This is an optimization exercise on Yosys and OpenROAD, whose aim is small area, a short achievable clock period and few clock cycles, not a production implementation.
Function was checked by simulation only, so behaviour that the tests miss may differ from the original.

==> flow/design.v <==
module complex_unit (
    input  logic          cpu_clk_i,
    input  logic          rst_i,
    input  logic          flush_i,
    input  logic          cu_valid_i,
    input  logic [2:0]    cu_opcode_i,
    input  logic [31:0]   cu_operand1_i,
    input  logic [31:0]   cu_operand2_i,
    output logic          busy_o,
    output logic [31:0]   result_o,
    output logic          wb_valid_o
);
    typedef enum logic [1:0] {IDLE, MUL, DIV, FIX} state_t;
    state_t      r_state;
    state_t      w_next_state;
    logic [5:0]  r_cnt;
    logic [1:0]  r_op;
    logic [31:0] r_a;
    logic [31:0] r_b;
    logic [31:0] r_div;
    logic [31:0] r_quo;
    logic [31:0] r_rem;
    logic        r_neg_q;
    logic        r_neg_r;
    logic        r_div_zero;
    logic        r_ovf;
    logic [31:0] r_result;
    logic        w_accept;
    logic        w_is_div;
    logic        w_div_signed;
    logic        w_a_neg;
    logic        w_b_neg;
    logic [31:0] w_a_mag;
    logic [31:0] w_b_mag;
    logic        w_b_zero;
    logic        w_ovf;
    logic        w_busy;
    logic        w_wb_valid;
    logic signed [32:0] w_mul_a;
    logic signed [32:0] w_mul_b;
    logic signed [63:0] w_prod;
    logic [31:0] w_mul_res;
    logic [32:0] w_trial;
    logic [32:0] w_sub;
    logic [31:0] w_q_fix;
    logic [31:0] w_r_fix;
    assign w_accept     = (r_state == IDLE) && cu_valid_i && !flush_i;
    assign w_is_div     = cu_opcode_i[2];
    assign w_div_signed = w_is_div && !cu_opcode_i[0];
    assign w_a_neg      = w_div_signed && cu_operand1_i[31];
    assign w_b_neg      = w_div_signed && cu_operand2_i[31];
    assign w_a_mag      = w_a_neg ? (32'd0 - cu_operand1_i) : cu_operand1_i;
    assign w_b_mag      = w_b_neg ? (32'd0 - cu_operand2_i) : cu_operand2_i;
    assign w_b_zero     = (cu_operand2_i == 32'd0);
    assign w_ovf        = w_div_signed && (cu_operand1_i == 32'h8000_0000)
                          && (cu_operand2_i == 32'hFFFF_FFFF);
    assign w_mul_a   = {((r_op == 2'b01) || (r_op == 2'b10)) && r_a[31], r_a};
    assign w_mul_b   = {(r_op == 2'b01) && r_b[31], r_b};
    assign w_prod    = 64'(w_mul_a) * 64'(w_mul_b);
    assign w_mul_res = (r_op == 2'b00) ? w_prod[31:0] : w_prod[63:32];
    assign w_trial = {r_rem, r_quo[31]};
    assign w_sub   = w_trial - {1'b0, r_div};
    assign w_q_fix = r_div_zero ? 32'hFFFF_FFFF :
                     r_ovf      ? 32'h8000_0000 :
                     r_neg_q    ? (32'd0 - r_quo) : r_quo;
    assign w_r_fix = r_div_zero ? r_a :
                     r_ovf      ? 32'd0 :
                     r_neg_r    ? (32'd0 - r_rem) : r_rem;
    always_ff @(posedge cpu_clk_i) begin
        if (rst_i) begin
            r_state <= IDLE;
        end else begin
            r_state <= w_next_state;
        end
    end
    always_comb begin
        w_next_state = r_state;
        w_busy       = (r_state != IDLE);
        w_wb_valid   = 1'b0;
        case (r_state)
            IDLE: begin
                if (w_accept) begin
                    w_next_state = w_is_div ? DIV : MUL;
                end
            end
            MUL: w_next_state = FIX;
            DIV: begin
                if (r_cnt == 6'd32) begin
                    w_next_state = FIX;
                end
            end
            FIX: begin
                w_next_state = IDLE;
                w_wb_valid   = !flush_i && !rst_i;
            end
            default: w_next_state = IDLE;
        endcase
        if (flush_i) begin
            w_next_state = IDLE;
        end
    end
    always_ff @(posedge cpu_clk_i) begin
        if (rst_i) begin
            r_cnt      <= 6'd0;
            r_op       <= 2'b00;
            r_a        <= 32'd0;
            r_b        <= 32'd0;
            r_div      <= 32'd0;
            r_quo      <= 32'd0;
            r_rem      <= 32'd0;
            r_neg_q    <= 1'b0;
            r_neg_r    <= 1'b0;
            r_div_zero <= 1'b0;
            r_ovf      <= 1'b0;
            r_result   <= 32'd0;
        end else if (w_accept) begin
            r_op       <= cu_opcode_i[1:0];
            r_a        <= cu_operand1_i;
            r_b        <= cu_operand2_i;
            r_div      <= w_b_mag;
            r_quo      <= w_a_mag;
            r_rem      <= 32'd0;
            r_neg_q    <= w_a_neg ^ w_b_neg;
            r_neg_r    <= w_a_neg;
            r_div_zero <= w_is_div && w_b_zero;
            r_ovf      <= w_ovf;
            r_cnt      <= 6'd0;
        end else if (flush_i) begin
            r_cnt <= 6'd0;
        end else begin
            case (r_state)
                MUL: r_result <= w_mul_res;
                DIV: begin
                    if (r_cnt == 6'd32) begin
                        r_result <= r_op[1] ? w_r_fix : w_q_fix;
                        r_cnt    <= 6'd0;
                    end else begin
                        r_cnt <= r_cnt + 6'd1;
                        if (!w_sub[32]) begin
                            r_rem <= w_sub[31:0];
                            r_quo <= {r_quo[30:0], 1'b1};
                        end else begin
                            r_rem <= w_trial[31:0];
                            r_quo <= {r_quo[30:0], 1'b0};
                        end
                    end
                end
                default: ;
            endcase
        end
    end
    assign busy_o     = w_busy;
    assign wb_valid_o = w_wb_valid;
    assign result_o   = w_wb_valid ? r_result : 32'd0;
endmodule
==> flow/run.sh <==
#!/bin/bash
# synth_recipe.tcl (not shown) runs the flow's synth.tcl, then flattens the netlist and writes it again
# the make line also repeats each setting of config.mk as NAME=value (left out here)
make -C /OpenROAD-flow-scripts/flow DESIGN_CONFIG=/design/flow/config.mk WORK_HOME=/design/flow/orfs CLKGATE_MAP_FILE= SYNTH_SCRIPT=/design/flow/synth_recipe.tcl finish
==> flow/config.mk <==
export PLATFORM = sky130hd
export DESIGN_NAME = complex_unit
export DESIGN_NICKNAME = complex_unit
export VERILOG_FILES = /design/flow/design.v
export SDC_FILE = /design/flow/constraint.sdc
export NUM_CORES = 4
export LEC_CHECK = 0
export CAP_MARGIN = 20
export CORE_MARGIN = 2
export CORE_UTILIZATION = 40
export SLEW_MARGIN = 20
==> flow/constraint.sdc <==
create_clock -name core_clock -period 10.0 [get_ports {cpu_clk_i}]
set_input_delay 2.0000 -clock core_clock [delete_from_list [all_inputs] [get_ports {cpu_clk_i}]]
set_output_delay 2.0000 -clock core_clock [all_outputs]
set_load 0.01 [all_outputs]
==> impl_metrics.yaml, run 1 <==
yosys:
  syn-cell-area_sq_um: 51600
  synth_common_cells: "inv_1, fa_1, nand2_1, clkbuf_1, and2_1"
routing:
  finalWirelength_mm: 163
  drc: 0
  dr_wl_met2_mm: 76.9
final_layout:
  regArea_sq_um: 4120
  inv_count: 1259
  final_cells: 7651
grt:
  grt_use_met2: 0.417
placement:
  place_ws_ns: 0.810
  placed_area_sq_um: 54300
clock_network:
  postCtsHoldBufs: 0
  cts_buffers: 27
  cts_tree: "built"
  cts_buffer_depth: 3
  clock_sinks: 205
timing:
  holdWs_ns: 0.451
  timing.slew.headroom: 0.274
  maxSlewViolCount: 0
worst_setup_path:
  crit_cells: 28
  rr_worst_depth: 28
worst_hold_path:
  hp-class: "reg -> reg"
run_status:
  run_status: "no timing/DRC/antenna violations"
flow_run:
  drv_cap: 0
Testbench counts, summed over its fixed seeds: cycles 40,960.
==> run 2: changes to the inputs <==
==> flow/design.v (replaced) <==
module complex_unit (
    input  logic          cpu_clk_i,
    input  logic          rst_i,
    input  logic          flush_i,
    input  logic          cu_valid_i,
    input  logic [2:0]    cu_opcode_i,
    input  logic [31:0]   cu_operand1_i,
    input  logic [31:0]   cu_operand2_i,
    output logic          busy_o,
    output logic [31:0]   result_o,
    output logic          wb_valid_o
);
    localparam logic [2:0] S_IDLE = 3'd0, S_MUL = 3'd1, S_NORM = 3'd2,
                           S_DIV = 3'd3, S_DONE = 3'd4;
    logic [2:0]  r_state;
    logic [32:0] r_p;       
    logic [31:0] r_q;       
    logic [32:0] r_x;       
    logic [4:0]  r_cnt;     
    logic        r_div;     
    logic        r_hi;      
    logic        r_neg;     
    function automatic logic [5:0] bitlen(input logic [31:0] v);
        bitlen = 6'd0;
        for (int i = 0; i < 32; i++)
            if (v[i]) bitlen = 6'(i + 1);
    endfunction
    function automatic logic [64:0] bk_add(input logic [63:0] a, input logic [63:0] b,
                                           input logic cin, input int w);
        logic [64:0] g, p, gg, pp;
        logic [64:0] r;
        g = '0; p = '0;
        g[0] = cin; p[0] = 1'b0;
        for (int i = 0; i < w; i++) begin
            g[i+1] = a[i] & b[i];
            p[i+1] = a[i] ^ b[i];
        end
        gg = g; pp = p;
        for (int d = 1; d <= 64; d = d * 2)
            for (int i = 2*d - 1; i <= w; i = i + 2*d) begin
                gg[i] = gg[i] | (pp[i] & gg[i-d]);
                pp[i] = pp[i] & pp[i-d];
            end
        for (int d = 32; d >= 1; d = d / 2)
            for (int i = 3*d - 1; i <= w; i = i + 2*d) begin
                gg[i] = gg[i] | (pp[i] & gg[i-d]);
                pp[i] = pp[i] & pp[i-d];
            end
        r = '0;
        for (int i = 0; i < w; i++) r[i] = p[i+1] ^ gg[i];
        r[w] = gg[w];
        bk_add = r;
    endfunction
    function automatic logic [1:0] bytelen(input logic [31:0] v, input logic s);
        logic [31:0] m;
        m = (s && v[31]) ? ~v : v;
        if (m[31:8] == 24'd0)       bytelen = 2'd0;
        else if (m[31:16] == 16'd0) bytelen = 2'd1;
        else if (m[31:24] == 8'd0)  bytelen = 2'd2;
        else                        bytelen = 2'd3;
    endfunction
    logic        w_busy, w_accept;
    logic        w_is_div, w_sa, w_sb, w_a_neg, w_b_neg, w_swap;
    logic [32:0] w_a_ext, w_b_ext, w_na, w_nb;
    logic [31:0] w_abs_a, w_abs_b;
    logic [32:0] w_mx;
    assign w_busy   = (r_state != S_IDLE) && (r_state != S_DONE);
    assign w_accept = !w_busy && cu_valid_i && !flush_i && !rst_i;
    assign w_is_div = cu_opcode_i[2];
    assign w_sa     = !(cu_opcode_i[0] && (cu_opcode_i[1] || cu_opcode_i[2]));
    assign w_sb     = cu_opcode_i[2] ? !cu_opcode_i[0] : !cu_opcode_i[1];
    assign w_a_neg  = w_sa && cu_operand1_i[31];
    assign w_b_neg  = w_sb && cu_operand2_i[31];
    assign w_a_ext  = {w_a_neg, cu_operand1_i};
    assign w_b_ext  = {w_b_neg, cu_operand2_i};
    logic [64:0] w_na_f, w_nb_f;
    assign w_na_f   = bk_add({31'd0, ~w_a_ext}, 64'd0, 1'b1, 33);
    assign w_nb_f   = bk_add({31'd0, ~w_b_ext}, 64'd0, 1'b1, 33);
    assign w_na     = w_na_f[32:0];
    assign w_nb     = w_nb_f[32:0];
    assign w_abs_a  = w_a_neg ? w_na[31:0] : cu_operand1_i;
    assign w_abs_b  = w_b_neg ? w_nb[31:0] : cu_operand2_i;
    assign w_swap   = bytelen(cu_operand1_i, w_sa) < bytelen(cu_operand2_i, w_sb);
    assign w_mx     = w_swap ? (w_a_neg ? w_nb : w_b_ext) : (w_b_neg ? w_na : w_a_ext);
    logic [40:0] w_prod;
    mul_step u_mul (.p(r_p), .x(r_x), .d(r_q[7:0]), .s(w_prod));
    logic w_mul_last;
    always_comb begin
        case (r_cnt[1:0])
            2'd0:    w_mul_last = (r_q[31:8] == 24'd0);
            2'd1:    w_mul_last = (r_q[23:8] == 16'd0);
            2'd2:    w_mul_last = (r_q[15:8] == 8'd0);
            default: w_mul_last = 1'b1;
        endcase
    end
    logic [5:0]  w_lp, w_lx, w_j;
    logic        w_x_zero, w_small;
    assign w_lp     = bitlen(r_p[31:0]);
    assign w_lx     = bitlen(r_x[31:0]);
    assign w_j      = w_lp - w_lx;
    assign w_x_zero = (r_x[31:0] == 32'd0);
    assign w_small  = (w_lp < w_lx);
    logic [34:0] w_ta, w_tb, w_tc;
    logic        w_a_ok, w_b_ok, w_c_ok, w_q1, w_q2;
    logic [31:0] w_r2;
    assign w_ta   = {3'b0, r_p[31:0]} - {2'b0, r_x};
    assign w_tb   = {3'b0, r_p[31:0]} - {3'b0, r_x[32:1]};
    assign w_tc   = {3'b0, r_p[31:0]} - {2'b0, r_x} - {3'b0, r_x[32:1]};
    assign w_a_ok = !w_ta[34];
    assign w_b_ok = !w_tb[34];
    assign w_c_ok = !w_tc[34];
    assign w_q1   = w_a_ok;
    assign w_q2   = w_a_ok ? w_c_ok : w_b_ok;
    always_comb begin
        case ({w_q1, w_q2})
            2'b11:   w_r2 = w_tc[31:0];
            2'b10:   w_r2 = w_ta[31:0];
            2'b01:   w_r2 = w_tb[31:0];
            default: w_r2 = r_p[31:0];
        endcase
    end
    always_ff @(posedge cpu_clk_i) begin
        if (rst_i || flush_i) begin
            r_state <= S_IDLE;
        end else if (w_accept) begin
            r_state <= w_is_div ? S_NORM : S_MUL;
        end else begin
            case (r_state)
                S_MUL:  if (w_mul_last) r_state <= S_DONE;
                S_NORM: if (w_x_zero || w_small) r_state <= S_DONE;
                        else r_state <= S_DIV;
                S_DIV:  if (r_cnt == 5'd0) r_state <= S_DONE;
                default: r_state <= S_IDLE;
            endcase
        end
    end
    always_ff @(posedge cpu_clk_i) begin
        if (w_accept) begin
            r_p   <= w_is_div ? {1'b0, w_abs_a} : 33'd0;
            r_x   <= w_is_div ? {1'b0, w_abs_b} : w_mx;
            r_q   <= w_is_div ? 32'd0 : (w_swap ? w_abs_a : w_abs_b);
            r_cnt <= 5'd0;
            r_div <= w_is_div;
            r_hi  <= w_is_div ? cu_opcode_i[1] : (cu_opcode_i[1:0] != 2'b00);
            r_neg <= cu_opcode_i[1] ? w_a_neg : (w_a_neg ^ w_b_neg);
        end else begin
            case (r_state)
                S_MUL: begin
                    r_p <= w_prod[40:8];
                    r_q <= {w_prod[7:0], r_q[31:8]};
                    if (!w_mul_last) r_cnt <= r_cnt + 5'd1;
                end
                S_NORM: begin
                    r_x   <= r_x << (w_j[4:0] | 5'd1);
                    r_cnt <= w_j[5:1];
                    if (w_x_zero) begin
                        r_q <= 32'hFFFF_FFFF;
                        if (!r_hi) r_neg <= 1'b0;
                    end
                end
                S_DIV: begin
                    r_p   <= {1'b0, w_r2};
                    r_q   <= {r_q[29:0], w_q1, w_q2};
                    r_x   <= {2'b0, r_x[32:2]};
                    r_cnt <= r_cnt - 5'd1;
                end
                default: ;
            endcase
        end
    end
    logic [1:0]  w_sh;
    logic [95:0] w_cat;
    logic [63:0] w_win;
    logic [31:0] w_mres, w_dsel, w_dres;
    assign w_sh   = ~r_cnt[1:0];
    assign w_cat  = {{32{r_p[32]}}, r_p[31:0], r_q};
    assign w_win  = r_hi ? w_cat[95:32] : w_cat[63:0];
    assign w_mres = 32'(w_win >> {w_sh, 3'b000});
    assign w_dsel = r_hi ? r_p[31:0] : r_q;
    logic [64:0] w_dneg;
    assign w_dneg = bk_add({32'd0, ~w_dsel}, 64'd0, 1'b1, 32);
    assign w_dres = r_neg ? w_dneg[31:0] : w_dsel;
    assign busy_o     = w_busy;
    assign wb_valid_o = (r_state == S_DONE) && !flush_i && !rst_i;
    assign result_o   = r_div ? w_dres : w_mres;
endmodule
module mul_step (
    input  logic [32:0] p,
    input  logic [32:0] x,
    input  logic [7:0]  d,
    output logic [40:0] s
);
    logic t1;
    logic t2;
    logic t3;
    logic t4;
    logic t5;
    logic t6;
    logic t7;
    logic t8;
    logic t9;
    logic t10;
    logic t11;
    logic t12;
    logic t13;
    logic t14;
    logic t15;
    logic t16;
    logic t17;
    logic t18;
    logic t19;
    logic t20;
    logic t21;
    logic t22;
    logic t23;
    logic t24;
    logic t25;
    logic t26;
    logic t27;
    logic t28;
    logic t29;
    logic t30;
    logic t31;
    logic t32;
    logic t33;
    logic t34;
    logic t35;
    logic t36;
    logic t37;
    logic t38;
    logic t39;
    logic t40;
    logic t41;
    logic t42;
    logic t43;
    logic t44;
    logic t45;
    logic t46;
    logic t47;
    logic t48;
    logic t49;
    logic t50;
    logic t51;
    logic t52;
    logic t53;
    logic t54;
    logic t55;
    logic t56;
    logic t57;
    logic t58;
    logic t59;
    logic t60;
    logic t61;
    logic t62;
    logic t63;
    logic t64;
    logic t65;
    logic t66;
    logic t67;
    logic t68;
    logic t69;
    logic t70;
    logic t71;
    logic t72;
    logic t73;
    logic t74;
    logic t75;
    logic t76;
    logic t77;
    logic t78;
    logic t79;
    logic t80;
    logic t81;
    logic t82;
    logic t83;
    logic t84;
    logic t85;
    logic t86;
    logic t87;
    logic t88;
    logic t89;
    logic t90;
    logic t91;
    logic t92;
    logic t93;
    logic t94;
    logic t95;
    logic t96;
    logic t97;
    logic t98;
    logic t99;
    logic t100;
    logic t101;
    logic t102;
    logic t103;
    logic t104;
    logic t105;
    logic t106;
    logic t107;
    logic t108;
    logic t109;
    logic t110;
    logic t111;
    logic t112;
    logic t113;
    logic t114;
    logic t115;
    logic t116;
    logic t117;
    logic t118;
    logic t119;
    logic t120;
    logic t121;
    logic t122;
    logic t123;
    logic t124;
    logic t125;
    logic t126;
    logic t127;
    logic t128;
    logic t129;
    logic t130;
    logic t131;
    logic t132;
    logic t133;
    logic t134;
    logic t135;
    logic t136;
    logic t137;
    logic t138;
    logic t139;
    logic t140;
    logic t141;
    logic t142;
    logic t143;
    logic t144;
    logic t145;
    logic t146;
    logic t147;
    logic t148;
    logic t149;
    logic t150;
    logic t151;
    logic t152;
    logic t153;
    logic t154;
    logic t155;
    logic t156;
    logic t157;
    logic t158;
    logic t159;
    logic t160;
    logic t161;
    logic t162;
    logic t163;
    logic t164;
    logic t165;
    logic t166;
    logic t167;
    logic t168;
    logic t169;
    logic t170;
    logic t171;
    logic t172;
    logic t173;
    logic t174;
    logic t175;
    logic t176;
    logic t177;
    logic t178;
    logic t179;
    logic t180;
    logic t181;
    logic t182;
    logic t183;
    logic t184;
    logic t185;
    logic t186;
    logic t187;
    logic t188;
    logic t189;
    logic t190;
    logic t191;
    logic t192;
    logic t193;
    logic t194;
    logic t195;
    logic t196;
    logic t197;
    logic t198;
    logic t199;
    logic t200;
    logic t201;
    logic t202;
    logic t203;
    logic t204;
    logic t205;
    logic t206;
    logic t207;
    logic t208;
    logic t209;
    logic t210;
    logic t211;
    logic t212;
    logic t213;
    logic t214;
    logic t215;
    logic t216;
    logic t217;
    logic t218;
    logic t219;
    logic t220;
    logic t221;
    logic t222;
    logic t223;
    logic t224;
    logic t225;
    logic t226;
    logic t227;
    logic t228;
    logic t229;
    logic t230;
    logic t231;
    logic t232;
    logic t233;
    logic t234;
    logic t235;
    logic t236;
    logic t237;
    logic t238;
    logic t239;
    logic t240;
    logic t241;
    logic t242;
    logic t243;
    logic t244;
    logic t245;
    logic t246;
    logic t247;
    logic t248;
    logic t249;
    logic t250;
    logic t251;
    logic t252;
    logic t253;
    logic t254;
    logic t255;
    logic t256;
    logic t257;
    logic t258;
    logic t259;
    logic t260;
    logic t261;
    logic t262;
    logic t263;
    logic t264;
    logic t265;
    logic t266;
    logic t267;
    logic t268;
    logic t269;
    logic t270;
    logic t271;
    logic t272;
    logic t273;
    logic t274;
    logic t275;
    logic t276;
    logic t277;
    logic t278;
    logic t279;
    logic t280;
    logic t281;
    logic t282;
    logic t283;
    logic t284;
    logic t285;
    logic t286;
    logic t287;
    logic t288;
    logic t289;
    logic t290;
    logic t291;
    logic t292;
    logic t293;
    logic t294;
    logic t295;
    logic t296;
    logic t297;
    logic t298;
    logic t299;
    logic t300;
    logic t301;
    logic t302;
    logic t303;
    logic t304;
    logic t305;
    logic t306;
    logic t307;
    logic t308;
    logic t309;
    logic t310;
    logic t311;
    logic t312;
    logic t313;
    logic t314;
    logic t315;
    logic t316;
    logic t317;
    logic t318;
    logic t319;
    logic t320;
    logic t321;
    logic t322;
    logic t323;
    logic t324;
    logic t325;
    logic t326;
    logic t327;
    logic t328;
    logic t329;
    logic t330;
    logic t331;
    logic t332;
    logic t333;
    logic t334;
    logic t335;
    logic t336;
    logic t337;
    logic t338;
    logic t339;
    logic t340;
    logic t341;
    logic t342;
    logic t343;
    logic t344;
    logic t345;
    logic t346;
    logic t347;
    logic t348;
    logic t349;
    logic t350;
    logic t351;
    logic t352;
    logic t353;
    logic t354;
    logic t355;
    logic t356;
    logic t357;
    logic t358;
    logic t359;
    logic t360;
    logic t361;
    logic t362;
    logic t363;
    logic t364;
    logic t365;
    logic t366;
    logic t367;
    logic t368;
    logic t369;
    logic t370;
    logic t371;
    logic t372;
    logic t373;
    logic t374;
    logic t375;
    logic t376;
    logic t377;
    logic t378;
    logic t379;
    logic t380;
    logic t381;
    logic t382;
    logic t383;
    logic t384;
    logic t385;
    logic t386;
    logic t387;
    logic t388;
    logic t389;
    logic t390;
    logic t391;
    logic t392;
    logic t393;
    logic t394;
    logic t395;
    logic t396;
    logic t397;
    logic t398;
    logic t399;
    logic t400;
    logic t401;
    logic t402;
    logic t403;
    logic t404;
    logic t405;
    logic t406;
    logic t407;
    logic t408;
    logic t409;
    logic t410;
    logic t411;
    logic t412;
    logic t413;
    logic t414;
    logic t415;
    logic t416;
    logic t417;
    logic t418;
    logic t419;
    logic t420;
    logic t421;
    logic t422;
    logic t423;
    logic t424;
    logic t425;
    logic t426;
    logic t427;
    logic t428;
    logic t429;
    logic t430;
    logic t431;
    logic t432;
    logic t433;
    logic t434;
    logic t435;
    logic t436;
    logic t437;
    logic t438;
    logic t439;
    logic t440;
    logic t441;
    logic t442;
    logic t443;
    logic t444;
    logic t445;
    logic t446;
    logic t447;
    logic t448;
    assign t1 = (x[5] & d[0]) ^ (x[4] & d[1]);
    assign t2 = (x[5] & d[0]) & (x[4] & d[1]);
    assign t3 = (x[6] & d[0]) ^ (x[5] & d[1]) ^ (x[4] & d[2]);
    assign t4 = ((x[6] & d[0]) & (x[5] & d[1])) | ((x[4] & d[2]) & ((x[6] & d[0]) ^ (x[5] & d[1])));
    assign t5 = (x[3] & d[3]) ^ (x[2] & d[4]);
    assign t6 = (x[3] & d[3]) & (x[2] & d[4]);
    assign t7 = (x[7] & d[0]) ^ (x[6] & d[1]) ^ (x[5] & d[2]);
    assign t8 = ((x[7] & d[0]) & (x[6] & d[1])) | ((x[5] & d[2]) & ((x[7] & d[0]) ^ (x[6] & d[1])));
    assign t9 = (x[4] & d[3]) ^ (x[3] & d[4]) ^ (x[2] & d[5]);
    assign t10 = ((x[4] & d[3]) & (x[3] & d[4])) | ((x[2] & d[5]) & ((x[4] & d[3]) ^ (x[3] & d[4])));
    assign t11 = (x[1] & d[6]) ^ (x[0] & d[7]);
    assign t12 = (x[1] & d[6]) & (x[0] & d[7]);
    assign t13 = (x[8] & d[0]) ^ (x[7] & d[1]) ^ (x[6] & d[2]);
    assign t14 = ((x[8] & d[0]) & (x[7] & d[1])) | ((x[6] & d[2]) & ((x[8] & d[0]) ^ (x[7] & d[1])));
    assign t15 = (x[5] & d[3]) ^ (x[4] & d[4]) ^ (x[3] & d[5]);
    assign t16 = ((x[5] & d[3]) & (x[4] & d[4])) | ((x[3] & d[5]) & ((x[5] & d[3]) ^ (x[4] & d[4])));
    assign t17 = (x[2] & d[6]) ^ (x[1] & d[7]) ^ p[8];
    assign t18 = ((x[2] & d[6]) & (x[1] & d[7])) | (p[8] & ((x[2] & d[6]) ^ (x[1] & d[7])));
    assign t19 = (x[9] & d[0]) ^ (x[8] & d[1]) ^ (x[7] & d[2]);
    assign t20 = ((x[9] & d[0]) & (x[8] & d[1])) | ((x[7] & d[2]) & ((x[9] & d[0]) ^ (x[8] & d[1])));
    assign t21 = (x[6] & d[3]) ^ (x[5] & d[4]) ^ (x[4] & d[5]);
    assign t22 = ((x[6] & d[3]) & (x[5] & d[4])) | ((x[4] & d[5]) & ((x[6] & d[3]) ^ (x[5] & d[4])));
    assign t23 = (x[3] & d[6]) ^ (x[2] & d[7]) ^ p[9];
    assign t24 = ((x[3] & d[6]) & (x[2] & d[7])) | (p[9] & ((x[3] & d[6]) ^ (x[2] & d[7])));
    assign t25 = (x[10] & d[0]) ^ (x[9] & d[1]) ^ (x[8] & d[2]);
    assign t26 = ((x[10] & d[0]) & (x[9] & d[1])) | ((x[8] & d[2]) & ((x[10] & d[0]) ^ (x[9] & d[1])));
    assign t27 = (x[7] & d[3]) ^ (x[6] & d[4]) ^ (x[5] & d[5]);
    assign t28 = ((x[7] & d[3]) & (x[6] & d[4])) | ((x[5] & d[5]) & ((x[7] & d[3]) ^ (x[6] & d[4])));
    assign t29 = (x[4] & d[6]) ^ (x[3] & d[7]) ^ p[10];
    assign t30 = ((x[4] & d[6]) & (x[3] & d[7])) | (p[10] & ((x[4] & d[6]) ^ (x[3] & d[7])));
    assign t31 = (x[11] & d[0]) ^ (x[10] & d[1]) ^ (x[9] & d[2]);
    assign t32 = ((x[11] & d[0]) & (x[10] & d[1])) | ((x[9] & d[2]) & ((x[11] & d[0]) ^ (x[10] & d[1])));
    assign t33 = (x[8] & d[3]) ^ (x[7] & d[4]) ^ (x[6] & d[5]);
    assign t34 = ((x[8] & d[3]) & (x[7] & d[4])) | ((x[6] & d[5]) & ((x[8] & d[3]) ^ (x[7] & d[4])));
    assign t35 = (x[5] & d[6]) ^ (x[4] & d[7]) ^ p[11];
    assign t36 = ((x[5] & d[6]) & (x[4] & d[7])) | (p[11] & ((x[5] & d[6]) ^ (x[4] & d[7])));
    assign t37 = (x[12] & d[0]) ^ (x[11] & d[1]) ^ (x[10] & d[2]);
    assign t38 = ((x[12] & d[0]) & (x[11] & d[1])) | ((x[10] & d[2]) & ((x[12] & d[0]) ^ (x[11] & d[1])));
    assign t39 = (x[9] & d[3]) ^ (x[8] & d[4]) ^ (x[7] & d[5]);
    assign t40 = ((x[9] & d[3]) & (x[8] & d[4])) | ((x[7] & d[5]) & ((x[9] & d[3]) ^ (x[8] & d[4])));
    assign t41 = (x[6] & d[6]) ^ (x[5] & d[7]) ^ p[12];
    assign t42 = ((x[6] & d[6]) & (x[5] & d[7])) | (p[12] & ((x[6] & d[6]) ^ (x[5] & d[7])));
    assign t43 = (x[13] & d[0]) ^ (x[12] & d[1]) ^ (x[11] & d[2]);
    assign t44 = ((x[13] & d[0]) & (x[12] & d[1])) | ((x[11] & d[2]) & ((x[13] & d[0]) ^ (x[12] & d[1])));
    assign t45 = (x[10] & d[3]) ^ (x[9] & d[4]) ^ (x[8] & d[5]);
    assign t46 = ((x[10] & d[3]) & (x[9] & d[4])) | ((x[8] & d[5]) & ((x[10] & d[3]) ^ (x[9] & d[4])));
    assign t47 = (x[7] & d[6]) ^ (x[6] & d[7]) ^ p[13];
    assign t48 = ((x[7] & d[6]) & (x[6] & d[7])) | (p[13] & ((x[7] & d[6]) ^ (x[6] & d[7])));
    assign t49 = (x[14] & d[0]) ^ (x[13] & d[1]) ^ (x[12] & d[2]);
    assign t50 = ((x[14] & d[0]) & (x[13] & d[1])) | ((x[12] & d[2]) & ((x[14] & d[0]) ^ (x[13] & d[1])));
    assign t51 = (x[11] & d[3]) ^ (x[10] & d[4]) ^ (x[9] & d[5]);
    assign t52 = ((x[11] & d[3]) & (x[10] & d[4])) | ((x[9] & d[5]) & ((x[11] & d[3]) ^ (x[10] & d[4])));
    assign t53 = (x[8] & d[6]) ^ (x[7] & d[7]) ^ p[14];
    assign t54 = ((x[8] & d[6]) & (x[7] & d[7])) | (p[14] & ((x[8] & d[6]) ^ (x[7] & d[7])));
    assign t55 = (x[15] & d[0]) ^ (x[14] & d[1]) ^ (x[13] & d[2]);
    assign t56 = ((x[15] & d[0]) & (x[14] & d[1])) | ((x[13] & d[2]) & ((x[15] & d[0]) ^ (x[14] & d[1])));
    assign t57 = (x[12] & d[3]) ^ (x[11] & d[4]) ^ (x[10] & d[5]);
    assign t58 = ((x[12] & d[3]) & (x[11] & d[4])) | ((x[10] & d[5]) & ((x[12] & d[3]) ^ (x[11] & d[4])));
    assign t59 = (x[9] & d[6]) ^ (x[8] & d[7]) ^ p[15];
    assign t60 = ((x[9] & d[6]) & (x[8] & d[7])) | (p[15] & ((x[9] & d[6]) ^ (x[8] & d[7])));
    assign t61 = (x[16] & d[0]) ^ (x[15] & d[1]) ^ (x[14] & d[2]);
    assign t62 = ((x[16] & d[0]) & (x[15] & d[1])) | ((x[14] & d[2]) & ((x[16] & d[0]) ^ (x[15] & d[1])));
    assign t63 = (x[13] & d[3]) ^ (x[12] & d[4]) ^ (x[11] & d[5]);
    assign t64 = ((x[13] & d[3]) & (x[12] & d[4])) | ((x[11] & d[5]) & ((x[13] & d[3]) ^ (x[12] & d[4])));
    assign t65 = (x[10] & d[6]) ^ (x[9] & d[7]) ^ p[16];
    assign t66 = ((x[10] & d[6]) & (x[9] & d[7])) | (p[16] & ((x[10] & d[6]) ^ (x[9] & d[7])));
    assign t67 = (x[17] & d[0]) ^ (x[16] & d[1]) ^ (x[15] & d[2]);
    assign t68 = ((x[17] & d[0]) & (x[16] & d[1])) | ((x[15] & d[2]) & ((x[17] & d[0]) ^ (x[16] & d[1])));
    assign t69 = (x[14] & d[3]) ^ (x[13] & d[4]) ^ (x[12] & d[5]);
    assign t70 = ((x[14] & d[3]) & (x[13] & d[4])) | ((x[12] & d[5]) & ((x[14] & d[3]) ^ (x[13] & d[4])));
    assign t71 = (x[11] & d[6]) ^ (x[10] & d[7]) ^ p[17];
    assign t72 = ((x[11] & d[6]) & (x[10] & d[7])) | (p[17] & ((x[11] & d[6]) ^ (x[10] & d[7])));
    assign t73 = (x[18] & d[0]) ^ (x[17] & d[1]) ^ (x[16] & d[2]);
    assign t74 = ((x[18] & d[0]) & (x[17] & d[1])) | ((x[16] & d[2]) & ((x[18] & d[0]) ^ (x[17] & d[1])));
    assign t75 = (x[15] & d[3]) ^ (x[14] & d[4]) ^ (x[13] & d[5]);
    assign t76 = ((x[15] & d[3]) & (x[14] & d[4])) | ((x[13] & d[5]) & ((x[15] & d[3]) ^ (x[14] & d[4])));
    assign t77 = (x[12] & d[6]) ^ (x[11] & d[7]) ^ p[18];
    assign t78 = ((x[12] & d[6]) & (x[11] & d[7])) | (p[18] & ((x[12] & d[6]) ^ (x[11] & d[7])));
    assign t79 = (x[19] & d[0]) ^ (x[18] & d[1]) ^ (x[17] & d[2]);
    assign t80 = ((x[19] & d[0]) & (x[18] & d[1])) | ((x[17] & d[2]) & ((x[19] & d[0]) ^ (x[18] & d[1])));
    assign t81 = (x[16] & d[3]) ^ (x[15] & d[4]) ^ (x[14] & d[5]);
    assign t82 = ((x[16] & d[3]) & (x[15] & d[4])) | ((x[14] & d[5]) & ((x[16] & d[3]) ^ (x[15] & d[4])));
    assign t83 = (x[13] & d[6]) ^ (x[12] & d[7]) ^ p[19];
    assign t84 = ((x[13] & d[6]) & (x[12] & d[7])) | (p[19] & ((x[13] & d[6]) ^ (x[12] & d[7])));
    assign t85 = (x[20] & d[0]) ^ (x[19] & d[1]) ^ (x[18] & d[2]);
    assign t86 = ((x[20] & d[0]) & (x[19] & d[1])) | ((x[18] & d[2]) & ((x[20] & d[0]) ^ (x[19] & d[1])));
    assign t87 = (x[17] & d[3]) ^ (x[16] & d[4]) ^ (x[15] & d[5]);
    assign t88 = ((x[17] & d[3]) & (x[16] & d[4])) | ((x[15] & d[5]) & ((x[17] & d[3]) ^ (x[16] & d[4])));
    assign t89 = (x[14] & d[6]) ^ (x[13] & d[7]) ^ p[20];
    assign t90 = ((x[14] & d[6]) & (x[13] & d[7])) | (p[20] & ((x[14] & d[6]) ^ (x[13] & d[7])));
    assign t91 = (x[21] & d[0]) ^ (x[20] & d[1]) ^ (x[19] & d[2]);
    assign t92 = ((x[21] & d[0]) & (x[20] & d[1])) | ((x[19] & d[2]) & ((x[21] & d[0]) ^ (x[20] & d[1])));
    assign t93 = (x[18] & d[3]) ^ (x[17] & d[4]) ^ (x[16] & d[5]);
    assign t94 = ((x[18] & d[3]) & (x[17] & d[4])) | ((x[16] & d[5]) & ((x[18] & d[3]) ^ (x[17] & d[4])));
    assign t95 = (x[15] & d[6]) ^ (x[14] & d[7]) ^ p[21];
    assign t96 = ((x[15] & d[6]) & (x[14] & d[7])) | (p[21] & ((x[15] & d[6]) ^ (x[14] & d[7])));
    assign t97 = (x[22] & d[0]) ^ (x[21] & d[1]) ^ (x[20] & d[2]);
    assign t98 = ((x[22] & d[0]) & (x[21] & d[1])) | ((x[20] & d[2]) & ((x[22] & d[0]) ^ (x[21] & d[1])));
    assign t99 = (x[19] & d[3]) ^ (x[18] & d[4]) ^ (x[17] & d[5]);
    assign t100 = ((x[19] & d[3]) & (x[18] & d[4])) | ((x[17] & d[5]) & ((x[19] & d[3]) ^ (x[18] & d[4])));
    assign t101 = (x[16] & d[6]) ^ (x[15] & d[7]) ^ p[22];
    assign t102 = ((x[16] & d[6]) & (x[15] & d[7])) | (p[22] & ((x[16] & d[6]) ^ (x[15] & d[7])));
    assign t103 = (x[23] & d[0]) ^ (x[22] & d[1]) ^ (x[21] & d[2]);
    assign t104 = ((x[23] & d[0]) & (x[22] & d[1])) | ((x[21] & d[2]) & ((x[23] & d[0]) ^ (x[22] & d[1])));
    assign t105 = (x[20] & d[3]) ^ (x[19] & d[4]) ^ (x[18] & d[5]);
    assign t106 = ((x[20] & d[3]) & (x[19] & d[4])) | ((x[18] & d[5]) & ((x[20] & d[3]) ^ (x[19] & d[4])));
    assign t107 = (x[17] & d[6]) ^ (x[16] & d[7]) ^ p[23];
    assign t108 = ((x[17] & d[6]) & (x[16] & d[7])) | (p[23] & ((x[17] & d[6]) ^ (x[16] & d[7])));
    assign t109 = (x[24] & d[0]) ^ (x[23] & d[1]) ^ (x[22] & d[2]);
    assign t110 = ((x[24] & d[0]) & (x[23] & d[1])) | ((x[22] & d[2]) & ((x[24] & d[0]) ^ (x[23] & d[1])));
    assign t111 = (x[21] & d[3]) ^ (x[20] & d[4]) ^ (x[19] & d[5]);
    assign t112 = ((x[21] & d[3]) & (x[20] & d[4])) | ((x[19] & d[5]) & ((x[21] & d[3]) ^ (x[20] & d[4])));
    assign t113 = (x[18] & d[6]) ^ (x[17] & d[7]) ^ p[24];
    assign t114 = ((x[18] & d[6]) & (x[17] & d[7])) | (p[24] & ((x[18] & d[6]) ^ (x[17] & d[7])));
    assign t115 = (x[25] & d[0]) ^ (x[24] & d[1]) ^ (x[23] & d[2]);
    assign t116 = ((x[25] & d[0]) & (x[24] & d[1])) | ((x[23] & d[2]) & ((x[25] & d[0]) ^ (x[24] & d[1])));
    assign t117 = (x[22] & d[3]) ^ (x[21] & d[4]) ^ (x[20] & d[5]);
    assign t118 = ((x[22] & d[3]) & (x[21] & d[4])) | ((x[20] & d[5]) & ((x[22] & d[3]) ^ (x[21] & d[4])));
    assign t119 = (x[19] & d[6]) ^ (x[18] & d[7]) ^ p[25];
    assign t120 = ((x[19] & d[6]) & (x[18] & d[7])) | (p[25] & ((x[19] & d[6]) ^ (x[18] & d[7])));
    assign t121 = (x[26] & d[0]) ^ (x[25] & d[1]) ^ (x[24] & d[2]);
    assign t122 = ((x[26] & d[0]) & (x[25] & d[1])) | ((x[24] & d[2]) & ((x[26] & d[0]) ^ (x[25] & d[1])));
    assign t123 = (x[23] & d[3]) ^ (x[22] & d[4]) ^ (x[21] & d[5]);
    assign t124 = ((x[23] & d[3]) & (x[22] & d[4])) | ((x[21] & d[5]) & ((x[23] & d[3]) ^ (x[22] & d[4])));
    assign t125 = (x[20] & d[6]) ^ (x[19] & d[7]) ^ p[26];
    assign t126 = ((x[20] & d[6]) & (x[19] & d[7])) | (p[26] & ((x[20] & d[6]) ^ (x[19] & d[7])));
    assign t127 = (x[27] & d[0]) ^ (x[26] & d[1]) ^ (x[25] & d[2]);
    assign t128 = ((x[27] & d[0]) & (x[26] & d[1])) | ((x[25] & d[2]) & ((x[27] & d[0]) ^ (x[26] & d[1])));
    assign t129 = (x[24] & d[3]) ^ (x[23] & d[4]) ^ (x[22] & d[5]);
    assign t130 = ((x[24] & d[3]) & (x[23] & d[4])) | ((x[22] & d[5]) & ((x[24] & d[3]) ^ (x[23] & d[4])));
    assign t131 = (x[21] & d[6]) ^ (x[20] & d[7]) ^ p[27];
    assign t132 = ((x[21] & d[6]) & (x[20] & d[7])) | (p[27] & ((x[21] & d[6]) ^ (x[20] & d[7])));
    assign t133 = (x[28] & d[0]) ^ (x[27] & d[1]) ^ (x[26] & d[2]);
    assign t134 = ((x[28] & d[0]) & (x[27] & d[1])) | ((x[26] & d[2]) & ((x[28] & d[0]) ^ (x[27] & d[1])));
    assign t135 = (x[25] & d[3]) ^ (x[24] & d[4]) ^ (x[23] & d[5]);
    assign t136 = ((x[25] & d[3]) & (x[24] & d[4])) | ((x[23] & d[5]) & ((x[25] & d[3]) ^ (x[24] & d[4])));
    assign t137 = (x[22] & d[6]) ^ (x[21] & d[7]) ^ p[28];
    assign t138 = ((x[22] & d[6]) & (x[21] & d[7])) | (p[28] & ((x[22] & d[6]) ^ (x[21] & d[7])));
    assign t139 = (x[29] & d[0]) ^ (x[28] & d[1]) ^ (x[27] & d[2]);
    assign t140 = ((x[29] & d[0]) & (x[28] & d[1])) | ((x[27] & d[2]) & ((x[29] & d[0]) ^ (x[28] & d[1])));
    assign t141 = (x[26] & d[3]) ^ (x[25] & d[4]) ^ (x[24] & d[5]);
    assign t142 = ((x[26] & d[3]) & (x[25] & d[4])) | ((x[24] & d[5]) & ((x[26] & d[3]) ^ (x[25] & d[4])));
    assign t143 = (x[23] & d[6]) ^ (x[22] & d[7]) ^ p[29];
    assign t144 = ((x[23] & d[6]) & (x[22] & d[7])) | (p[29] & ((x[23] & d[6]) ^ (x[22] & d[7])));
    assign t145 = (x[30] & d[0]) ^ (x[29] & d[1]) ^ (x[28] & d[2]);
    assign t146 = ((x[30] & d[0]) & (x[29] & d[1])) | ((x[28] & d[2]) & ((x[30] & d[0]) ^ (x[29] & d[1])));
    assign t147 = (x[27] & d[3]) ^ (x[26] & d[4]) ^ (x[25] & d[5]);
    assign t148 = ((x[27] & d[3]) & (x[26] & d[4])) | ((x[25] & d[5]) & ((x[27] & d[3]) ^ (x[26] & d[4])));
    assign t149 = (x[24] & d[6]) ^ (x[23] & d[7]) ^ p[30];
    assign t150 = ((x[24] & d[6]) & (x[23] & d[7])) | (p[30] & ((x[24] & d[6]) ^ (x[23] & d[7])));
    assign t151 = (x[31] & d[0]) ^ (x[30] & d[1]) ^ (x[29] & d[2]);
    assign t152 = ((x[31] & d[0]) & (x[30] & d[1])) | ((x[29] & d[2]) & ((x[31] & d[0]) ^ (x[30] & d[1])));
    assign t153 = (x[28] & d[3]) ^ (x[27] & d[4]) ^ (x[26] & d[5]);
    assign t154 = ((x[28] & d[3]) & (x[27] & d[4])) | ((x[26] & d[5]) & ((x[28] & d[3]) ^ (x[27] & d[4])));
    assign t155 = (x[25] & d[6]) ^ (x[24] & d[7]) ^ p[31];
    assign t156 = ((x[25] & d[6]) & (x[24] & d[7])) | (p[31] & ((x[25] & d[6]) ^ (x[24] & d[7])));
    assign t157 = (x[31] & d[1]) ^ (x[30] & d[2]) ^ (x[29] & d[3]);
    assign t158 = ((x[31] & d[1]) & (x[30] & d[2])) | ((x[29] & d[3]) & ((x[31] & d[1]) ^ (x[30] & d[2])));
    assign t159 = (x[28] & d[4]) ^ (x[27] & d[5]) ^ (x[26] & d[6]);
    assign t160 = ((x[28] & d[4]) & (x[27] & d[5])) | ((x[26] & d[6]) & ((x[28] & d[4]) ^ (x[27] & d[5])));
    assign t161 = (x[25] & d[7]) ^ ~(x[32] & d[0]) ^ ~p[32];
    assign t162 = ((x[25] & d[7]) & ~(x[32] & d[0])) | (~p[32] & ((x[25] & d[7]) ^ ~(x[32] & d[0])));
    assign t163 = (x[31] & d[2]) ^ (x[30] & d[3]) ^ (x[29] & d[4]);
    assign t164 = ((x[31] & d[2]) & (x[30] & d[3])) | ((x[29] & d[4]) & ((x[31] & d[2]) ^ (x[30] & d[3])));
    assign t165 = (x[28] & d[5]) ^ (x[27] & d[6]) ^ (x[26] & d[7]);
    assign t166 = ((x[28] & d[5]) & (x[27] & d[6])) | ((x[26] & d[7]) & ((x[28] & d[5]) ^ (x[27] & d[6])));
    assign t167 = (x[31] & d[3]) ^ (x[30] & d[4]) ^ (x[29] & d[5]);
    assign t168 = ((x[31] & d[3]) & (x[30] & d[4])) | ((x[29] & d[5]) & ((x[31] & d[3]) ^ (x[30] & d[4])));
    assign t169 = (x[3] & d[0]) ^ (x[2] & d[1]);
    assign t170 = (x[3] & d[0]) & (x[2] & d[1]);
    assign t171 = (x[4] & d[0]) ^ (x[3] & d[1]) ^ (x[2] & d[2]);
    assign t172 = ((x[4] & d[0]) & (x[3] & d[1])) | ((x[2] & d[2]) & ((x[4] & d[0]) ^ (x[3] & d[1])));
    assign t173 = (x[1] & d[3]) ^ (x[0] & d[4]);
    assign t174 = (x[1] & d[3]) & (x[0] & d[4]);
    assign t175 = (x[3] & d[2]) ^ (x[2] & d[3]) ^ (x[1] & d[4]);
    assign t176 = ((x[3] & d[2]) & (x[2] & d[3])) | ((x[1] & d[4]) & ((x[3] & d[2]) ^ (x[2] & d[3])));
    assign t177 = (x[0] & d[5]) ^ p[5] ^ t1;
    assign t178 = ((x[0] & d[5]) & p[5]) | (t1 & ((x[0] & d[5]) ^ p[5]));
    assign t179 = (x[1] & d[5]) ^ (x[0] & d[6]) ^ p[6];
    assign t180 = ((x[1] & d[5]) & (x[0] & d[6])) | (p[6] & ((x[1] & d[5]) ^ (x[0] & d[6])));
    assign t181 = t3 ^ t5 ^ t2;
    assign t182 = (t3 & t5) | (t2 & (t3 ^ t5));
    assign t183 = p[7] ^ t7 ^ t9;
    assign t184 = (p[7] & t7) | (t9 & (p[7] ^ t7));
    assign t185 = t11 ^ t4 ^ t6;
    assign t186 = (t11 & t4) | (t6 & (t11 ^ t4));
    assign t187 = t13 ^ t15 ^ t17;
    assign t188 = (t13 & t15) | (t17 & (t13 ^ t15));
    assign t189 = t8 ^ t10 ^ t12;
    assign t190 = (t8 & t10) | (t12 & (t8 ^ t10));
    assign t191 = t19 ^ t21 ^ t23;
    assign t192 = (t19 & t21) | (t23 & (t19 ^ t21));
    assign t193 = t14 ^ t16 ^ t18;
    assign t194 = (t14 & t16) | (t18 & (t14 ^ t16));
    assign t195 = t25 ^ t27 ^ t29;
    assign t196 = (t25 & t27) | (t29 & (t25 ^ t27));
    assign t197 = t20 ^ t22 ^ t24;
    assign t198 = (t20 & t22) | (t24 & (t20 ^ t22));
    assign t199 = t31 ^ t33 ^ t35;
    assign t200 = (t31 & t33) | (t35 & (t31 ^ t33));
    assign t201 = t26 ^ t28 ^ t30;
    assign t202 = (t26 & t28) | (t30 & (t26 ^ t28));
    assign t203 = t37 ^ t39 ^ t41;
    assign t204 = (t37 & t39) | (t41 & (t37 ^ t39));
    assign t205 = t32 ^ t34 ^ t36;
    assign t206 = (t32 & t34) | (t36 & (t32 ^ t34));
    assign t207 = t43 ^ t45 ^ t47;
    assign t208 = (t43 & t45) | (t47 & (t43 ^ t45));
    assign t209 = t38 ^ t40 ^ t42;
    assign t210 = (t38 & t40) | (t42 & (t38 ^ t40));
    assign t211 = t49 ^ t51 ^ t53;
    assign t212 = (t49 & t51) | (t53 & (t49 ^ t51));
    assign t213 = t44 ^ t46 ^ t48;
    assign t214 = (t44 & t46) | (t48 & (t44 ^ t46));
    assign t215 = t55 ^ t57 ^ t59;
    assign t216 = (t55 & t57) | (t59 & (t55 ^ t57));
    assign t217 = t50 ^ t52 ^ t54;
    assign t218 = (t50 & t52) | (t54 & (t50 ^ t52));
    assign t219 = t61 ^ t63 ^ t65;
    assign t220 = (t61 & t63) | (t65 & (t61 ^ t63));
    assign t221 = t56 ^ t58 ^ t60;
    assign t222 = (t56 & t58) | (t60 & (t56 ^ t58));
    assign t223 = t67 ^ t69 ^ t71;
    assign t224 = (t67 & t69) | (t71 & (t67 ^ t69));
    assign t225 = t62 ^ t64 ^ t66;
    assign t226 = (t62 & t64) | (t66 & (t62 ^ t64));
    assign t227 = t73 ^ t75 ^ t77;
    assign t228 = (t73 & t75) | (t77 & (t73 ^ t75));
    assign t229 = t68 ^ t70 ^ t72;
    assign t230 = (t68 & t70) | (t72 & (t68 ^ t70));
    assign t231 = t79 ^ t81 ^ t83;
    assign t232 = (t79 & t81) | (t83 & (t79 ^ t81));
    assign t233 = t74 ^ t76 ^ t78;
    assign t234 = (t74 & t76) | (t78 & (t74 ^ t76));
    assign t235 = t85 ^ t87 ^ t89;
    assign t236 = (t85 & t87) | (t89 & (t85 ^ t87));
    assign t237 = t80 ^ t82 ^ t84;
    assign t238 = (t80 & t82) | (t84 & (t80 ^ t82));
    assign t239 = t91 ^ t93 ^ t95;
    assign t240 = (t91 & t93) | (t95 & (t91 ^ t93));
    assign t241 = t86 ^ t88 ^ t90;
    assign t242 = (t86 & t88) | (t90 & (t86 ^ t88));
    assign t243 = t97 ^ t99 ^ t101;
    assign t244 = (t97 & t99) | (t101 & (t97 ^ t99));
    assign t245 = t92 ^ t94 ^ t96;
    assign t246 = (t92 & t94) | (t96 & (t92 ^ t94));
    assign t247 = t103 ^ t105 ^ t107;
    assign t248 = (t103 & t105) | (t107 & (t103 ^ t105));
    assign t249 = t98 ^ t100 ^ t102;
    assign t250 = (t98 & t100) | (t102 & (t98 ^ t100));
    assign t251 = t109 ^ t111 ^ t113;
    assign t252 = (t109 & t111) | (t113 & (t109 ^ t111));
    assign t253 = t104 ^ t106 ^ t108;
    assign t254 = (t104 & t106) | (t108 & (t104 ^ t106));
    assign t255 = t115 ^ t117 ^ t119;
    assign t256 = (t115 & t117) | (t119 & (t115 ^ t117));
    assign t257 = t110 ^ t112 ^ t114;
    assign t258 = (t110 & t112) | (t114 & (t110 ^ t112));
    assign t259 = t121 ^ t123 ^ t125;
    assign t260 = (t121 & t123) | (t125 & (t121 ^ t123));
    assign t261 = t116 ^ t118 ^ t120;
    assign t262 = (t116 & t118) | (t120 & (t116 ^ t118));
    assign t263 = t127 ^ t129 ^ t131;
    assign t264 = (t127 & t129) | (t131 & (t127 ^ t129));
    assign t265 = t122 ^ t124 ^ t126;
    assign t266 = (t122 & t124) | (t126 & (t122 ^ t124));
    assign t267 = t133 ^ t135 ^ t137;
    assign t268 = (t133 & t135) | (t137 & (t133 ^ t135));
    assign t269 = t128 ^ t130 ^ t132;
    assign t270 = (t128 & t130) | (t132 & (t128 ^ t130));
    assign t271 = t139 ^ t141 ^ t143;
    assign t272 = (t139 & t141) | (t143 & (t139 ^ t141));
    assign t273 = t134 ^ t136 ^ t138;
    assign t274 = (t134 & t136) | (t138 & (t134 ^ t136));
    assign t275 = t145 ^ t147 ^ t149;
    assign t276 = (t145 & t147) | (t149 & (t145 ^ t147));
    assign t277 = t140 ^ t142 ^ t144;
    assign t278 = (t140 & t142) | (t144 & (t140 ^ t142));
    assign t279 = t151 ^ t153 ^ t155;
    assign t280 = (t151 & t153) | (t155 & (t151 ^ t153));
    assign t281 = t146 ^ t148 ^ t150;
    assign t282 = (t146 & t148) | (t150 & (t146 ^ t148));
    assign t283 = t157 ^ t159 ^ t161;
    assign t284 = (t157 & t159) | (t161 & (t157 ^ t159));
    assign t285 = t152 ^ t154 ^ t156;
    assign t286 = (t152 & t154) | (t156 & (t152 ^ t154));
    assign t287 = ~(x[32] & d[1]) ^ t163 ^ t165;
    assign t288 = (~(x[32] & d[1]) & t163) | (t165 & (~(x[32] & d[1]) ^ t163));
    assign t289 = t158 ^ t160 ^ t162;
    assign t290 = (t158 & t160) | (t162 & (t158 ^ t160));
    assign t291 = (x[28] & d[6]) ^ (x[27] & d[7]) ^ ~(x[32] & d[2]);
    assign t292 = ((x[28] & d[6]) & (x[27] & d[7])) | (~(x[32] & d[2]) & ((x[28] & d[6]) ^ (x[27] & d[7])));
    assign t293 = t167 ^ t164 ^ t166;
    assign t294 = (t167 & t164) | (t166 & (t167 ^ t164));
    assign t295 = (x[31] & d[4]) ^ (x[30] & d[5]) ^ (x[29] & d[6]);
    assign t296 = ((x[31] & d[4]) & (x[30] & d[5])) | ((x[29] & d[6]) & ((x[31] & d[4]) ^ (x[30] & d[5])));
    assign t297 = (x[28] & d[7]) ^ ~(x[32] & d[3]) ^ t168;
    assign t298 = ((x[28] & d[7]) & ~(x[32] & d[3])) | (t168 & ((x[28] & d[7]) ^ ~(x[32] & d[3])));
    assign t299 = (x[31] & d[5]) ^ (x[30] & d[6]) ^ (x[29] & d[7]);
    assign t300 = ((x[31] & d[5]) & (x[30] & d[6])) | ((x[29] & d[7]) & ((x[31] & d[5]) ^ (x[30] & d[6])));
    assign t301 = (x[2] & d[0]) ^ (x[1] & d[1]);
    assign t302 = (x[2] & d[0]) & (x[1] & d[1]);
    assign t303 = (x[1] & d[2]) ^ (x[0] & d[3]) ^ p[3];
    assign t304 = ((x[1] & d[2]) & (x[0] & d[3])) | (p[3] & ((x[1] & d[2]) ^ (x[0] & d[3])));
    assign t305 = p[4] ^ t171 ^ t173;
    assign t306 = (p[4] & t171) | (t173 & (p[4] ^ t171));
    assign t307 = t175 ^ t177 ^ t172;
    assign t308 = (t175 & t177) | (t172 & (t175 ^ t177));
    assign t309 = t179 ^ t181 ^ t176;
    assign t310 = (t179 & t181) | (t176 & (t179 ^ t181));
    assign t311 = t183 ^ t185 ^ t180;
    assign t312 = (t183 & t185) | (t180 & (t183 ^ t185));
    assign t313 = t187 ^ t189 ^ t184;
    assign t314 = (t187 & t189) | (t184 & (t187 ^ t189));
    assign t315 = t191 ^ t193 ^ t188;
    assign t316 = (t191 & t193) | (t188 & (t191 ^ t193));
    assign t317 = t195 ^ t197 ^ t192;
    assign t318 = (t195 & t197) | (t192 & (t195 ^ t197));
    assign t319 = t199 ^ t201 ^ t196;
    assign t320 = (t199 & t201) | (t196 & (t199 ^ t201));
    assign t321 = t203 ^ t205 ^ t200;
    assign t322 = (t203 & t205) | (t200 & (t203 ^ t205));
    assign t323 = t207 ^ t209 ^ t204;
    assign t324 = (t207 & t209) | (t204 & (t207 ^ t209));
    assign t325 = t211 ^ t213 ^ t208;
    assign t326 = (t211 & t213) | (t208 & (t211 ^ t213));
    assign t327 = t215 ^ t217 ^ t212;
    assign t328 = (t215 & t217) | (t212 & (t215 ^ t217));
    assign t329 = t219 ^ t221 ^ t216;
    assign t330 = (t219 & t221) | (t216 & (t219 ^ t221));
    assign t331 = t223 ^ t225 ^ t220;
    assign t332 = (t223 & t225) | (t220 & (t223 ^ t225));
    assign t333 = t227 ^ t229 ^ t224;
    assign t334 = (t227 & t229) | (t224 & (t227 ^ t229));
    assign t335 = t231 ^ t233 ^ t228;
    assign t336 = (t231 & t233) | (t228 & (t231 ^ t233));
    assign t337 = t235 ^ t237 ^ t232;
    assign t338 = (t235 & t237) | (t232 & (t235 ^ t237));
    assign t339 = t239 ^ t241 ^ t236;
    assign t340 = (t239 & t241) | (t236 & (t239 ^ t241));
    assign t341 = t243 ^ t245 ^ t240;
    assign t342 = (t243 & t245) | (t240 & (t243 ^ t245));
    assign t343 = t247 ^ t249 ^ t244;
    assign t344 = (t247 & t249) | (t244 & (t247 ^ t249));
    assign t345 = t251 ^ t253 ^ t248;
    assign t346 = (t251 & t253) | (t248 & (t251 ^ t253));
    assign t347 = t255 ^ t257 ^ t252;
    assign t348 = (t255 & t257) | (t252 & (t255 ^ t257));
    assign t349 = t259 ^ t261 ^ t256;
    assign t350 = (t259 & t261) | (t256 & (t259 ^ t261));
    assign t351 = t263 ^ t265 ^ t260;
    assign t352 = (t263 & t265) | (t260 & (t263 ^ t265));
    assign t353 = t267 ^ t269 ^ t264;
    assign t354 = (t267 & t269) | (t264 & (t267 ^ t269));
    assign t355 = t271 ^ t273 ^ t268;
    assign t356 = (t271 & t273) | (t268 & (t271 ^ t273));
    assign t357 = t275 ^ t277 ^ t272;
    assign t358 = (t275 & t277) | (t272 & (t275 ^ t277));
    assign t359 = t279 ^ t281 ^ t276;
    assign t360 = (t279 & t281) | (t276 & (t279 ^ t281));
    assign t361 = t283 ^ t285 ^ t280;
    assign t362 = (t283 & t285) | (t280 & (t283 ^ t285));
    assign t363 = t287 ^ t289 ^ t284;
    assign t364 = (t287 & t289) | (t284 & (t287 ^ t289));
    assign t365 = t291 ^ t293 ^ t288;
    assign t366 = (t291 & t293) | (t288 & (t291 ^ t293));
    assign t367 = t295 ^ t297 ^ t292;
    assign t368 = (t295 & t297) | (t292 & (t295 ^ t297));
    assign t369 = ~(x[32] & d[4]) ^ t299 ^ t296;
    assign t370 = (~(x[32] & d[4]) & t299) | (t296 & (~(x[32] & d[4]) ^ t299));
    assign t371 = (x[31] & d[6]) ^ (x[30] & d[7]) ^ ~(x[32] & d[5]);
    assign t372 = ((x[31] & d[6]) & (x[30] & d[7])) | (~(x[32] & d[5]) & ((x[31] & d[6]) ^ (x[30] & d[7])));
    assign t373 = (x[1] & d[0]) ^ (x[0] & d[1]);
    assign t374 = (x[1] & d[0]) & (x[0] & d[1]);
    assign t375 = (x[0] & d[2]) ^ p[2] ^ t301;
    assign t376 = ((x[0] & d[2]) & p[2]) | (t301 & ((x[0] & d[2]) ^ p[2]));
    assign t377 = t169 ^ t303 ^ t302;
    assign t378 = (t169 & t303) | (t302 & (t169 ^ t303));
    assign t379 = t170 ^ t305 ^ t304;
    assign t380 = (t170 & t305) | (t304 & (t170 ^ t305));
    assign t381 = t174 ^ t307 ^ t306;
    assign t382 = (t174 & t307) | (t306 & (t174 ^ t307));
    assign t383 = t178 ^ t309 ^ t308;
    assign t384 = (t178 & t309) | (t308 & (t178 ^ t309));
    assign t385 = t182 ^ t311 ^ t310;
    assign t386 = (t182 & t311) | (t310 & (t182 ^ t311));
    assign t387 = t186 ^ t313 ^ t312;
    assign t388 = (t186 & t313) | (t312 & (t186 ^ t313));
    assign t389 = t190 ^ t315 ^ t314;
    assign t390 = (t190 & t315) | (t314 & (t190 ^ t315));
    assign t391 = t194 ^ t317 ^ t316;
    assign t392 = (t194 & t317) | (t316 & (t194 ^ t317));
    assign t393 = t198 ^ t319 ^ t318;
    assign t394 = (t198 & t319) | (t318 & (t198 ^ t319));
    assign t395 = t202 ^ t321 ^ t320;
    assign t396 = (t202 & t321) | (t320 & (t202 ^ t321));
    assign t397 = t206 ^ t323 ^ t322;
    assign t398 = (t206 & t323) | (t322 & (t206 ^ t323));
    assign t399 = t210 ^ t325 ^ t324;
    assign t400 = (t210 & t325) | (t324 & (t210 ^ t325));
    assign t401 = t214 ^ t327 ^ t326;
    assign t402 = (t214 & t327) | (t326 & (t214 ^ t327));
    assign t403 = t218 ^ t329 ^ t328;
    assign t404 = (t218 & t329) | (t328 & (t218 ^ t329));
    assign t405 = t222 ^ t331 ^ t330;
    assign t406 = (t222 & t331) | (t330 & (t222 ^ t331));
    assign t407 = t226 ^ t333 ^ t332;
    assign t408 = (t226 & t333) | (t332 & (t226 ^ t333));
    assign t409 = t230 ^ t335 ^ t334;
    assign t410 = (t230 & t335) | (t334 & (t230 ^ t335));
    assign t411 = t234 ^ t337 ^ t336;
    assign t412 = (t234 & t337) | (t336 & (t234 ^ t337));
    assign t413 = t238 ^ t339 ^ t338;
    assign t414 = (t238 & t339) | (t338 & (t238 ^ t339));
    assign t415 = t242 ^ t341 ^ t340;
    assign t416 = (t242 & t341) | (t340 & (t242 ^ t341));
    assign t417 = t246 ^ t343 ^ t342;
    assign t418 = (t246 & t343) | (t342 & (t246 ^ t343));
    assign t419 = t250 ^ t345 ^ t344;
    assign t420 = (t250 & t345) | (t344 & (t250 ^ t345));
    assign t421 = t254 ^ t347 ^ t346;
    assign t422 = (t254 & t347) | (t346 & (t254 ^ t347));
    assign t423 = t258 ^ t349 ^ t348;
    assign t424 = (t258 & t349) | (t348 & (t258 ^ t349));
    assign t425 = t262 ^ t351 ^ t350;
    assign t426 = (t262 & t351) | (t350 & (t262 ^ t351));
    assign t427 = t266 ^ t353 ^ t352;
    assign t428 = (t266 & t353) | (t352 & (t266 ^ t353));
    assign t429 = t270 ^ t355 ^ t354;
    assign t430 = (t270 & t355) | (t354 & (t270 ^ t355));
    assign t431 = t274 ^ t357 ^ t356;
    assign t432 = (t274 & t357) | (t356 & (t274 ^ t357));
    assign t433 = t278 ^ t359 ^ t358;
    assign t434 = (t278 & t359) | (t358 & (t278 ^ t359));
    assign t435 = t282 ^ t361 ^ t360;
    assign t436 = (t282 & t361) | (t360 & (t282 ^ t361));
    assign t437 = t286 ^ t363 ^ t362;
    assign t438 = (t286 & t363) | (t362 & (t286 ^ t363));
    assign t439 = t290 ^ t365 ^ t364;
    assign t440 = (t290 & t365) | (t364 & (t290 ^ t365));
    assign t441 = t294 ^ t367 ^ t366;
    assign t442 = (t294 & t367) | (t366 & (t294 ^ t367));
    assign t443 = t298 ^ t369 ^ t368;
    assign t444 = (t298 & t369) | (t368 & (t298 ^ t369));
    assign t445 = t300 ^ t371 ^ t370;
    assign t446 = (t300 & t371) | (t370 & (t300 ^ t371));
    assign t447 = (x[31] & d[7]) ^ ~(x[32] & d[6]) ^ t372;
    assign t448 = ((x[31] & d[7]) & ~(x[32] & d[6])) | (t372 & ((x[31] & d[7]) ^ ~(x[32] & d[6])));
    logic [40:0] ra, rb;
    assign ra = {1'b1, ~(x[32] & d[7]), t447, t445, t443, t441, t439, t437, t435, t433, t431, t429, t427, t425, t423, t421, t419, t417, t415, t413, t411, t409, t407, t405, t403, t401, t399, t397, t395, t393, t391, t389, t387, t385, t383, t381, t379, t377, t375, p[1], (x[0] & d[0])};
    assign rb = {1'b0, t448, t446, t444, t442, t440, t438, t436, t434, t432, t430, t428, t426, t424, t422, t420, t418, t416, t414, t412, t410, t408, t406, t404, t402, t400, t398, t396, t394, t392, t390, t388, t386, t384, t382, t380, t378, t376, t374, t373, p[0]};
    logic [41:0] sum;
    assign sum = {1'b0, ra} + {1'b0, rb};
    assign s = sum[40:0];
endmodule
--- a/flow/config.mk
+++ b/flow/config.mk
@@ -8,4 +8,4 @@
 export CAP_MARGIN = 20
 export CORE_MARGIN = 2
-export CORE_UTILIZATION = 40
+export CORE_UTILIZATION = 50
 export SLEW_MARGIN = 20
==> impl_metrics.yaml, run 2 <==
final_layout:
  largestRegisters: "r_p x33, r_x x33, r_q x32"
  drive_gt1_frac: 0.0460
  most-common-layout-cells: "inv_1, nand2_1, nor2_1, a21oi_1, fa_1"
  layout.cells.most_common: "inv_1"
  area_growth_pct: 7.22
  fin_nets: 3941
timing:
  min_period_ns: 7.24
  fin_worst_skew_ns: 0.0153
  finalSetupViolCount: 0
  fin_crit_sh: 0.724
  rsz0062_at_grt: "no"
  fin_setup_tns_ns: 0
  fin_ws_ns: 2.76
  fmax_ghz: 0.138
  timing.slew.headroom: 0.198
  worst_slew_pin_slew_ns: 1.17
  hold_violations: 0
  maxSlewViolCount: 0
worst_setup_path:
  end_kind: "output pin"
  critPathArrivalTime_ns: 5.24
  rrSetupSlack_ns: 2.80
  worstSetupPathType: "reg -> out"
  worstPathMaxFanout: 69
  required_ns: 8.00
  max_stage_delay_ns: 0.69
  crit_chain: "buf_4 -> nor3b_1 -> o221ai_2 -> nor4_2 -> nand3_1 -> nor4_1 -> and3_1 -> and3_1 -> nand4_1 -> nor3_1 -> ha_1 -> nand2b_1 -> xnor2_1 -> a21oi_1 -> clkdlybuf4s50_1"
  start_kind: "flip-flop"
  crit_slowest_cell: "buf_4"
  path_common_cell: "and3_1"
floorplan:
  start_util: 0.503
  core_area_sq_um: 53500
  die_w_microns: 236
  dieArea_sq_um: 55700
  ios: 105
  dieHeight_microns: 236
  row_count: 85
flow_run:
  drv_cap: 0
worst_hold_path:
  hp-class: "reg -> reg"
clock_network:
  cts_resized: 0
  cts_buffers: 9
  clock_latency_ns: 0.41
  cts_root_buffer: "clkbuf_16"
  htreeDepth: 3
  cts_tree: "built"
  cts_setup_buffers: 0
  cts_buffer_depth: 2
  cts.clk_slew.worst_paths_ns: 0.09
  clock_sinks: 109
  postCtsHoldBufs: 0
yosys:
  synth_common_cells: "inv_1, nand2_1, nor2_1, a21oi_1, fa_1"
  synth-seq-cells: 109
  ys.flop_type: "edfxtp_1"
  synth_cells: 3482
  yosys-top-cells-area: "fa_1, edfxtp_1, ha_1"
  ys_warn_count: 1
  syn_nets: 3973
  synthArstFlopShare: 0
  synth_most_common_cell: "inv_1"
  ys_seq_area_frac: 0.119
  synth_edf_count: 101
  synth_top_area_cell: "fa_1"
  post_synth.cell_area_avg_sq_um: 7.74
  ys_types: 84
  syn-cell-area_sq_um: 26900
  synthDominantCellAreaShare: 0.166
routing:
  ant_nets: 0
  vias_per_cell: 6.56
  dr.pass1.iters: 6
  drc: 0
  routed-via-count: 27238
  initialDrtViolationCount: 3273
  wl_per_cell_microns: 27.2
  finalWirelength_mm: 113
placement:
  dp_hpwl_mm: 89.4
  place_congestion: 1.04
  place_ws_ns: 3.02
  io_buffers: 104
grt:
  grt_usage: 0.404
  grt_max_degree: 70
  grt_pass1_wl_mm: 169
  grt_overflow_total: 0
  grt_antenna_before_repair: 5
  grt_pass1_vias: 26617
run_status:
  run_status: "no timing/DRC/antenna violations"
run 2: per-layer routing:
metal / routed length (microns) / share of wire / up-vias / track usage
li1: - / - / 12064 / -
met1: 44100 / 0.39 / 13223 / 0.526
met2: 49000 / 0.43 / 1619 / 0.621
met3: 11200 / 0.099 / 332 / 0.0734
met4: 8660 / 0.077 / 0 / 0.252
met5: 0 / 0 / - / 0
run 2: worst max-delay path, delay by kind of cell (launching register included):
family,cells,cell delay [ns]
AOI/OAI and AO/OA,2,0.38
xor gates and xnor gates,1,0.07
adders and majority gates,1,0.19
buffers and inverters,2,1.24
DFF,1,0.38
and+or+nand+nor,9,2.58
run 2: layout make-up:
type	count	area (sq um)
fill	5182	24600
multi-input combinational	2745	21500
sequential	109	3190
inverter	432	1620
timing repair buffer	153	1420
tap	696	871
clock buffer	10	250
clock inverter	6	53.8
antenna	1	2.50
run 2: metrics by stage:
| stage | cells | hold WS [ns] | area, sq um | util |
|---|---|---|---|---|
| 2_1_floorplan | 3482 | 0.444 | 26900 | - |
| 3_3_place_gp | 4135 | 0.465 | 28600 | 0.534 |
| 3_5_place_dp | 4135 | 0.474 | 28600 | 0.534 |
| 4_1_cts | 4151 | 0.489 | 28900 | 0.540 |
| 5_1_grt | 4152 | 0.527 | 28900 | 0.540 |
| 6_report | 4152 | 0.490 | 28900 | 0.540 |
run 2: kinds of logic (layout without fill, tap and decap cells):
group,after synthesis,after routing,synth area share
AND/OR/NAND/NOR,1064,1064,0.187
adder cells (fa/ha/maj),420,420,0.257
buffers and inverters,628,601,0.0877
AO/OA/AOI/OAI,882,882,0.213
other,0,1,0
multiplexers,188,188,0.0743
flip-flops,109,109,0.119
XOR/XNOR,191,191,0.0621
run 2: path summary, 6_finish.rpt:
check / startpoint / end / cells after the start
max: r_hi$_DFFE_PP_ / result_o[30] / 15
max reg2reg: r_x[2]$_DFFE_PP_ / r_p[26]$_DFFE_PP_ / 21
min: r_cnt[3]$_SDFFE_PP0P_ / r_cnt[3]$_SDFFE_PP0P_ / 2
min reg2reg: r_cnt[3]$_SDFFE_PP0P_ / r_cnt[3]$_SDFFE_PP0P_ / 2
Testbench counts of run 2, summed over its fixed seeds: cycles 13,035.

-- what the ideal ports hide --
How much do the figures lean on ideal ports? The routed layouts below were timed once more, with nothing changed but the port constraints.
Step 1, drivers: a clkbuf_16 drives cpu_clk_i and a buf_2 each remaining input, both assumed.
Step 2 also shifts input and output timing later by t, the mid clock arrival at the registers, as if the neighbouring blocks saw the same clock.
Three values: no drivers, after step 1, after step 2; two values: the first two.
run	t (ns)	setup slack, ns
run 1	0.626	0.735 / 0.735 / 0.735
run 2	0.459	2.757 / 2.699 / 2.802
After both steps setup and hold are still met in every run listed.
